This design comes from an exercise in tuning for small area, a short achievable clock period and few clock cycles per item on the open sky130 flow, not from production work.
The RTL was checked by simulation tests, not by an equivalence proof against the original design.
No activity file was given, so power comes from the tool's default toggle rates.

==> flow/design.v <==
package cc_pkg;
    localparam int board_dim = 6;
    localparam int cell_count = board_dim * board_dim;
    localparam logic [2:0] red    = 3'd0;
    localparam logic [2:0] blue   = 3'd1;
    localparam logic [2:0] green  = 3'd2;
    localparam logic [2:0] yellow = 3'd3;
    localparam logic [2:0] orange = 3'd4;
    localparam logic [2:0] purple = 3'd5;
    localparam logic [2:0] empty  = 3'd7;
    localparam logic [1:0] up    = 2'd0;
    localparam logic [1:0] down  = 2'd1;
    localparam logic [1:0] left  = 2'd2;
    localparam logic [1:0] right = 2'd3;
    localparam logic [2:0] idle         = 3'd0;
    localparam logic [2:0] load_actions = 3'd1;
    localparam logic [2:0] scan         = 3'd2;
    localparam logic [2:0] clear        = 3'd3;
    localparam logic [2:0] next_action  = 3'd4;
    localparam logic [2:0] report       = 3'd5;
endpackage
`timescale 1ns/1ns
module line_match (
    input  logic [3*cc_pkg::board_dim-1:0] cells,
    output logic [cc_pkg::board_dim-3:0]   hits,
    output logic [cc_pkg::board_dim-1:0]   covered
);
    logic [cc_pkg::board_dim-2:0] eq;
    always_comb begin
        for (int p = 0; p < cc_pkg::board_dim - 1; p++) begin
            eq[p] = cells[3*p +: 3] == cells[3*(p+1) +: 3];
        end
        for (int w = 0; w < cc_pkg::board_dim - 2; w++) begin
            hits[w] = (cells[3*w +: 3] != cc_pkg::empty) && eq[w] && eq[w+1];
        end
        covered = '0;
        for (int w = 0; w < cc_pkg::board_dim - 2; w++) begin
            covered[w +: 3] = covered[w +: 3] | {3{hits[w]}};
        end
    end
endmodule
`timescale 1ns/1ns
module board_store (
    input  logic                            clk,
    input  logic                            rst_n,
    input  logic                            color_valid,
    input  logic [2:0]                      color,
    input  logic                            commit,
    input  logic [3*cc_pkg::cell_count-1:0] next_board,
    input  logic                            game_end,
    output logic [3*cc_pkg::cell_count-1:0] board,
    output logic                            stale
);
    localparam int dim = cc_pkg::board_dim;
    logic [2:0] load_row;
    logic [2:0] load_col;
    logic       load_ok;
    logic       wipe;
    assign load_ok = color_valid && (load_row != 3'(dim));
    assign wipe    = game_end || (stale && color_valid);
    always_ff @(posedge clk or negedge rst_n) begin
        if (!rst_n) begin
            load_row <= '0;
            load_col <= '0;
            stale    <= 1'b1;
        end else if (game_end) begin
            load_row <= '0;
            load_col <= '0;
            stale    <= 1'b0;
        end else begin
            if (color_valid || commit) begin
                stale <= 1'b0;
            end
            if (load_ok) begin
                if (load_col == 3'(dim - 1)) begin
                    load_col <= '0;
                    load_row <= load_row + 3'd1;
                end else begin
                    load_col <= load_col + 3'd1;
                end
            end
        end
    end
    always_ff @(posedge clk) begin
        for (int r = 0; r < dim; r++) begin
            for (int c = 0; c < dim; c++) begin
                if (load_ok && load_row == 3'(r) && load_col == 3'(c)) begin
                    board[3*(r*dim + c) +: 3] <= color;
                end else if (wipe) begin
                    board[3*(r*dim + c) +: 3] <= cc_pkg::red;
                end else if (commit) begin
                    board[3*(r*dim + c) +: 3] <= next_board[3*(r*dim + c) +: 3];
                end
            end
        end
    end
endmodule
`timescale 1ns/1ns
module action_queue #(
    parameter int max_actions = 10
) (
    input  logic       clk,
    input  logic       rst_n,
    input  logic       action_valid,
    input  logic [7:0] action,
    input  logic       game_end,
    output logic [7:0] head,
    output logic       head_valid,
    output logic       started
);
    localparam int cnt_w = $clog2(max_actions + 1);
    logic [cnt_w-1:0] kept;
    always_ff @(posedge clk) begin
        head <= action;
    end
    always_ff @(posedge clk or negedge rst_n) begin
        if (!rst_n) begin
            kept       <= '0;
            head_valid <= 1'b0;
            started    <= 1'b0;
        end else if (game_end) begin
            kept       <= '0;
            head_valid <= 1'b0;
            started    <= 1'b0;
        end else begin
            head_valid <= action_valid && (kept != cnt_w'(max_actions));
            if (action_valid) begin
                started <= 1'b1;
                if (kept != cnt_w'(max_actions)) begin
                    kept <= kept + 1'b1;
                end
            end
        end
    end
endmodule
`timescale 1ns/1ns
module match_scan (
    input  logic [3*cc_pkg::cell_count-1:0] board,
    output logic [cc_pkg::cell_count-1:0]   clear_mask,
    output logic [5:0]                      hits
);
    localparam int dim = cc_pkg::board_dim;
    logic [3*dim-1:0] row_cells [dim];
    logic [3*dim-1:0] col_cells [dim];
    logic [dim-3:0]   row_hits  [dim];
    logic [dim-3:0]   col_hits  [dim];
    logic [dim-1:0]   row_cov   [dim];
    logic [dim-1:0]   col_cov   [dim];
    logic [4*dim-1:0] all_row_hits;
    logic [4*dim-1:0] all_col_hits;
    always_comb begin
        for (int i = 0; i < dim; i++) begin
            for (int j = 0; j < dim; j++) begin
                row_cells[i][3*j +: 3] = board[3*(i*dim + j) +: 3];
                col_cells[i][3*j +: 3] = board[3*(j*dim + i) +: 3];
            end
        end
    end
    for (genvar i = 0; i < dim; i++) begin : g_line
        line_match row_inst (
            .cells   (row_cells[i]),
            .hits    (row_hits[i]),
            .covered (row_cov[i])
        );
        line_match col_inst (
            .cells   (col_cells[i]),
            .hits    (col_hits[i]),
            .covered (col_cov[i])
        );
    end
    always_comb begin
        for (int i = 0; i < dim; i++) begin
            all_row_hits[4*i +: 4] = row_hits[i];
            all_col_hits[4*i +: 4] = col_hits[i];
            for (int j = 0; j < dim; j++) begin
                clear_mask[i*dim + j] = row_cov[i][j] | col_cov[j][i];
            end
        end
    end
    assign hits = 6'($countones(all_row_hits)) + 6'($countones(all_col_hits));
endmodule
`timescale 1ns/1ns
module cc_ctrl (
    input  logic                            clk,
    input  logic                            rst_n,
    input  logic [3*cc_pkg::cell_count-1:0] board,
    input  logic                            stale,
    input  logic                            started,
    input  logic [7:0]                      head,
    input  logic                            head_valid,
    input  logic                            action_valid,
    output logic [3*cc_pkg::cell_count-1:0] scan_board,
    input  logic [cc_pkg::cell_count-1:0]   clear_mask,
    input  logic [5:0]                      hits,
    output logic [3*cc_pkg::cell_count-1:0] next_board,
    output logic                            commit,
    output logic                            game_end,
    output logic                            out_valid,
    output logic [6:0]                      score
);
    localparam int dim = cc_pkg::board_dim;
    localparam int n   = cc_pkg::cell_count;
    logic [1:0]   head_dir;
    logic [2:0]   head_row;
    logic [2:0]   head_col;
    logic [3:0]   dir_hot;
    logic [dim-1:0] row_hot;
    logic [dim-1:0] col_hot;
    logic [n-1:0] sel;
    logic [n-1:0] full;
    logic [n-1:0] can;
    logic [n-1:0] from_up;
    logic [n-1:0] from_dn;
    logic [n-1:0] from_lf;
    logic [n-1:0] from_rt;
    logic         legal;
    logic         first;
    logic         apply;
    logic [6:0]   total;
    logic [6:0]   total_nxt;
    assign head_dir = head[7:6];
    assign head_row = head[5:3];
    assign head_col = head[2:0];
    always_comb begin
        for (int d = 0; d < 4; d++) begin
            dir_hot[d] = head_dir == 2'(d);
        end
        for (int i = 0; i < dim; i++) begin
            row_hot[i] = head_valid && (head_row == 3'(i));
            col_hot[i] = head_col == 3'(i);
        end
    end
    always_comb begin
        for (int k = 0; k < n; k++) begin
            sel[k]  = row_hot[k / dim] && col_hot[k % dim];
            full[k] = board[3*k +: 3] != cc_pkg::empty;
        end
        for (int k = 0; k < n; k++) begin
            can[k] = 1'b0;
            if (k / dim > 0)       can[k] = can[k] | (dir_hot[cc_pkg::up]    && full[k - dim]);
            if (k / dim < dim - 1) can[k] = can[k] | (dir_hot[cc_pkg::down]  && full[k + dim]);
            if (k % dim > 0)       can[k] = can[k] | (dir_hot[cc_pkg::left]  && full[k - 1]);
            if (k % dim < dim - 1) can[k] = can[k] | (dir_hot[cc_pkg::right] && full[k + 1]);
            can[k] = can[k] && full[k] && sel[k];
        end
    end
    assign legal = |can;
    always_comb begin
        for (int k = 0; k < n; k++) begin
            from_up[k] = sel[k] && dir_hot[cc_pkg::up];
            from_dn[k] = sel[k] && dir_hot[cc_pkg::down];
            from_lf[k] = sel[k] && dir_hot[cc_pkg::left];
            from_rt[k] = sel[k] && dir_hot[cc_pkg::right];
            if (k / dim > 0)       from_up[k] = from_up[k] | (sel[k - dim] && dir_hot[cc_pkg::down]);
            if (k / dim < dim - 1) from_dn[k] = from_dn[k] | (sel[k + dim] && dir_hot[cc_pkg::up]);
            if (k % dim > 0)       from_lf[k] = from_lf[k] | (sel[k - 1] && dir_hot[cc_pkg::right]);
            if (k % dim < dim - 1) from_rt[k] = from_rt[k] | (sel[k + 1] && dir_hot[cc_pkg::left]);
        end
        for (int k = 0; k < n; k++) begin
            scan_board[3*k +: 3] = board[3*k +: 3];
            if (k / dim > 0       && from_up[k]) scan_board[3*k +: 3] = board[3*(k - dim) +: 3];
            if (k / dim < dim - 1 && from_dn[k]) scan_board[3*k +: 3] = board[3*(k + dim) +: 3];
            if (k % dim > 0       && from_lf[k]) scan_board[3*k +: 3] = board[3*(k - 1) +: 3];
            if (k % dim < dim - 1 && from_rt[k]) scan_board[3*k +: 3] = board[3*(k + 1) +: 3];
        end
    end
    always_comb begin
        for (int k = 0; k < n; k++) begin
            next_board[3*k +: 3] = scan_board[3*k +: 3] | {3{clear_mask[k] | stale}};
        end
    end
    assign first     = action_valid && !started;
    assign apply     = head_valid && legal;
    assign commit    = first || apply;
    assign game_end  = started && !action_valid;
    assign total_nxt = total + (apply ? 7'(hits) : 7'd0);
    always_ff @(posedge clk) begin
        if (first) begin
            total <= stale ? 7'd48 : 7'(hits);
        end else begin
            total <= total_nxt;
        end
    end
    always_ff @(posedge clk or negedge rst_n) begin
        if (!rst_n) begin
            out_valid <= 1'b0;
            score     <= '0;
        end else begin
            out_valid <= game_end;
            score     <= game_end ? total_nxt : '0;
        end
    end
endmodule
`timescale 1ns/1ns
module cc_top #(
    parameter int max_actions = 10
) (
    input  logic            clk,
    input  logic            rst_n,
    input  logic            color_valid,
    input  logic [2:0]      color,
    input  logic            action_valid,
    input  logic [7:0]      action,
    output logic            out_valid,
    output logic [6:0]      score
);
    logic [107:0] board;
    logic [107:0] scan_board;
    logic [107:0] next_board;
    logic [35:0]  clear_mask;
    logic [5:0]   hits;
    logic [7:0]   head;
    logic         head_valid;
    logic         started;
    logic         stale;
    logic         commit;
    logic         game_end;
    board_store board_store_inst (
        .clk         (clk),
        .rst_n       (rst_n),
        .color_valid (color_valid),
        .color       (color),
        .commit      (commit),
        .next_board  (next_board),
        .game_end    (game_end),
        .board       (board),
        .stale       (stale)
    );
    action_queue #(
        .max_actions (max_actions)
    ) action_queue_inst (
        .clk          (clk),
        .rst_n        (rst_n),
        .action_valid (action_valid),
        .action       (action),
        .game_end     (game_end),
        .head         (head),
        .head_valid   (head_valid),
        .started      (started)
    );
    match_scan match_scan_inst (
        .board      (scan_board),
        .clear_mask (clear_mask),
        .hits       (hits)
    );
    cc_ctrl cc_ctrl_inst (
        .clk          (clk),
        .rst_n        (rst_n),
        .board        (board),
        .stale        (stale),
        .started      (started),
        .head         (head),
        .head_valid   (head_valid),
        .action_valid (action_valid),
        .scan_board   (scan_board),
        .clear_mask   (clear_mask),
        .hits         (hits),
        .next_board   (next_board),
        .commit       (commit),
        .game_end     (game_end),
        .out_valid    (out_valid),
        .score        (score)
    );
endmodule
==> flow/run.sh <==
#!/bin/bash
# synth_recipe.tcl (not shown) runs the flow's synth.tcl, then flattens the netlist and writes it again
# the make line also repeats each setting of config.mk as NAME=value (left out here)
make -C /OpenROAD-flow-scripts/flow DESIGN_CONFIG=/design/flow/config.mk WORK_HOME=/design/flow/orfs CLKGATE_MAP_FILE= SYNTH_SCRIPT=/design/flow/synth_recipe.tcl finish
==> flow/config.mk <==
export PLATFORM = sky130hd
export DESIGN_NAME = cc_top
export DESIGN_NICKNAME = cc_top
export VERILOG_FILES = /design/flow/design.v
export SDC_FILE = /design/flow/constraint.sdc
export NUM_CORES = 4
export LEC_CHECK = 0
export CAP_MARGIN = 20
export CORE_MARGIN = 2
export CORE_UTILIZATION = 30
export SLEW_MARGIN = 20
==> flow/constraint.sdc <==
create_clock -name core_clock -period 10.0 [get_ports {clk}]
set_input_delay 2.0000 -clock core_clock [delete_from_list [all_inputs] [get_ports {clk}]]
set_output_delay 2.0000 -clock core_clock [all_outputs]
set_load 0.01 [all_outputs]
==> run summary <==
## worst max-delay path, delay by kind of cell, from the launching register on
| kind | cells | cell delay (ns) |
|---|---|---|
| DFF | 1 | 0.47 |
| buffers and inverters | 3 | 0.35 |
| adders and majority gates | 10 | 4.68 |
| xor gates and xnor gates | 1 | 0.22 |
| and+or+nand+nor | 4 | 1.91 |
| AOI/OAI and AO/OA | 9 | 1.94 |
## kinds of logic after synthesis
logic type,synth area share (%)
AO/OA/AOI/OAI,31.07
AND/OR/NAND/NOR,22.26
buffers and inverters,6.381
XOR/XNOR,9.034
flip-flops,22.01
adder cells (fa/ha/maj),6.361
multiplexers,2.883
## cell usage after synthesis (10+ instances only)
library cell,n,area share [%]
nor4_1,28,0.95
a41oi_1,22,1.0
o22a_1,16,0.76
nand3_1,116,3.1
a21oi_1,163,4.4
a211oi_1,63,2.6
a32oi_2,21,1.8
and3_1,24,0.81
clkbuf_1,80,1.6
or2_2,17,0.58
o32ai_1,13,0.62
buf_1,19,0.39
inv_1,95,1.9
dfxtp_1,15,1.6
xnor2_1,126,6.0
buf_4,12,0.49
dfrtp_1,20,2.7
a211o_1,15,0.71
or3_1,23,0.78
o31ai_1,19,0.77
nor2_1,163,3.3
a31oi_1,77,2.6
o2111ai_1,10,0.47
xor2_1,61,2.9
o21a_1,12,0.49
nand2b_1,14,0.47
fa_1,40,4.3
mux2i_1,33,1.8
a22oi_1,34,1.4
a21o_1,23,0.93
a22o_1,56,2.7
nand2_1,130,2.6
nand4_1,23,0.78
o21ai_0,91,2.5
nor3_1,91,2.5
and2_1,12,0.41
ha_1,30,2.0
a31o_2,11,0.52
buf_2,51,1.4
o22ai_1,35,1.2
edfxtp_1,108,18
nor2b_1,14,0.47
## final cells by class
cell class | instances | share of cell area (%)
Inverter | 98 | 1.738
Tap cell | 790 | 4.671
Sequential cell | 144 | 19.29
Clock buffer | 17 | 2.010
Multi-Input combinational cell | 1846 | 63.71
Clock inverter | 15 | 0.7628
Timing Repair Buffer | 204 | 7.799
Antenna cell | 2 | 0.02365
## stage by stage
stage,setup slack [ns],utilization (%)
2_1_floorplan,0.8773,-
3_3_place_gp,0.1061,33.01
3_5_place_dp,-0.04699,33.01
4_1_cts,0.001112,33.97
5_1_grt,-0.008090,34.47
6_report,0.2652,34.48
## timing repair
action | 4_1_cts | 5_1_grt
hold buffers | 0 | 0
cloned | 0 | 2
pin swaps | 0 | 5
setup endpoints to repair | 6 | 10
gates resized for setup | 1 | 36
buffers inserted | 0 | 11
## power groups by stage
stage	clock [uW]	sequential, uW	combinational, uW
finish	685	1590	3380
global route	705	1550	3590
CTS	684	1510	3210
detailed placement	0	1520	3170
global placement	0	1520	3120
floorplan	0	1160	2200
## worst paths after layout
path / start / end / slack [ns] / depth (start not counted)
worst max-delay path: action_queue_inst.head[1] / cc_ctrl_inst.total[5] / 0.27 / 27
max in group asynchronous: rst_n / action_queue_inst.kept[1] / 8.11 / 1
worst max register to register: action_queue_inst.head[1] / cc_ctrl_inst.total[5] / 0.27 / 27
worst min register to register: cc_ctrl_inst.total[6] / cc_ctrl_inst.total[6] / 0.52 / 2
worst min-delay path: cc_ctrl_inst.total[6] / cc_ctrl_inst.total[6] / 0.52 / 2
min in group asynchronous: rst_n / cc_ctrl_inst.score[2] / 1.50 / 1
## flip-flops by register name, summed over array words and instances, names as in the netlist
| signal | flops |
|---|---|
| board_store_inst.board | 108 |
| action_queue_inst.head | 8 |
| cc_ctrl_inst.score | 7 |
| cc_ctrl_inst.total | 7 |
| action_queue_inst.kept | 4 |
| board_store_inst.load_col | 3 |
| board_store_inst.load_row | 3 |
| action_queue_inst.head_valid | 1 |
| action_queue_inst.started | 1 |
| board_store_inst.stale | 1 |
| cc_ctrl_inst.out_valid | 1 |
## routing by layer
| layer | global-route usage (%) | vias to the layer above | share of wire (%) |
|---|---|---|---|
| met5 | 0 | - | 0 |
| met4 | 18.43 | 0 | 7.2 |
| met3 | 8.713 | 438 | 14 |
| met2 | 42.51 | 1900 | 42 |
| met1 | 37.25 | 10300 | 37 |
| li1 | - | 8808 | - |
==> results.toml <==
[final_layout]
drive_gt1_share_pct = 16.09
mostFrequentLayoutCell = "buf_4"
mostFrequentLayoutCells = "buf_4 (176), a21oi_1 (162), nor2_1 (160)"
syn2layout_area_growth_pct = 14.44
nets = 2396
seqCellArea_um2 = 4081
final_cells = 3116
fin_area_um2 = 21160
multi_input_area_um2 = 13480
fillCellCount = 6228

[timing]
finalSetupTns_ns = 0
period_needed_ns = 9.735
skew_ns = 0.01636
worst_hold_slack_ns = 0.5166
finalCritPeriodShare_pct = 97.35
final_hold_viol_count = 0
max_freq_ghz = 0.1027
worst_pin_slew_ns = 1.180
finalMaxSlewViolations = 0
slew_headroom_pct = 21.31
setup_violations = 0

[power_and_ir_drop]
pwr-share-seq_pct = 28.0
internal-power_uw = 2661
netSwitchingPower_uw = 2993
leakage_uw = 0.007370
p_comb_share_pct = 59.9
vdd_drop_max_uv = 179.5
powerDensity_nw_per_um2 = 267.2
p_total_uw = 5654
p_clk_share_pct = 12.1
switching_share_pct = 52.93

[die]
pin_count = 23
num_rows = 91
die_height_um = 252.3
core_area_um2 = 61370
initial_core_util_pct = 30.13
die_w_um = 252.3
die_area_um2 = 63640

[clock_network]
cts_buffers = 17
clk_pin_slew_ns = 0.08
clockBufferDepth = 2
clk_latency_ns = 0.51
clkSinkCount = 144
tritoncts = "done"
h-tree-depth = 4
root_buffer = "clkbuf_16"

[run]
drv_cap = 0

[worst_setup_path]
cp_slowest_cell = "or4b_1"
required_ns = 10.38
critPathKind = "reg -> reg"
worst_setup_path_end_kind = "flip-flop"
startpoint_type = "flip-flop"
cp_common_cell = "fa_1"
crit_arrival_ns = 10.11
slowest_delay_ns = 0.66
cp_max_fo = 13

[yosys]
synth_nets = 2342
synthArstFlopShare_pct = 14.58
synth.distinct_cells = 105
yosys_warnings = 27
ys_seq_area_share_pct = 22.01
syn_inst = 2257
synthFlopType = "edfxtp_1"
ys_ff_latch = 144
synth-edff-count = 108
avgSynthCellArea_um2 = 8.192
syn-cell-area_um2 = 18490

[global_route]
grt.total_usage_pct = 29.08
grt_overflow_total = 0
grt_max_degree = 48
first_global_vias = 19880
grt_pass1_wl_mm = 135.4
antenna_found_initial = 2

[routing]
wl_per_cell_um = 30.92
vias_per_cell = 6.883
wirelength_mm = 96.36
postRouteAntennaNets = 0
num_vias = 21450
drtIter0Drc = 3715
drc = 0
drt-pass1-iter-count = 6

[placed_design]
placed_cell_area_um2 = 20260
place_congestion = 1.017
dp_cells = 3069
portBuffers = 22
dp_hpwl_mm = 71.17

[min_path]
holdCritPathClass = "reg -> reg"

[run_status]
outcome = "complete, no violations"
Testbench counts, summed over its fixed seeds: cycles 22,560, games 480.

[what the ideal ports hide]
Ports are ideal in the flow. The routed layout listed here was re-timed in OpenROAD.
Step 1 sets driving cells, clkbuf_16 on the clock port and buf_2 on the other inputs (assumed; they add their load-dependent delay and slew).
Step 2 also shifts input and output timing later by t, the mid clock arrival at the registers, as if the neighbouring blocks saw the same clock.
Three values: no drivers, after step 1, after step 2; two values: the first two.
t (ns): 0.554
slack for setup (ns): 0.265 / 0.265 / 0.265
worst setup path at the end: register to register
latest minus earliest clock arrival (ns): 0.016 / 0.016
worst slew at a driven data input, ns: 0.05
After both steps setup and hold are still met in this run. For this run, drivers alone change the setup slack by 0.000 ns; drivers and shift together by 0.000 ns.
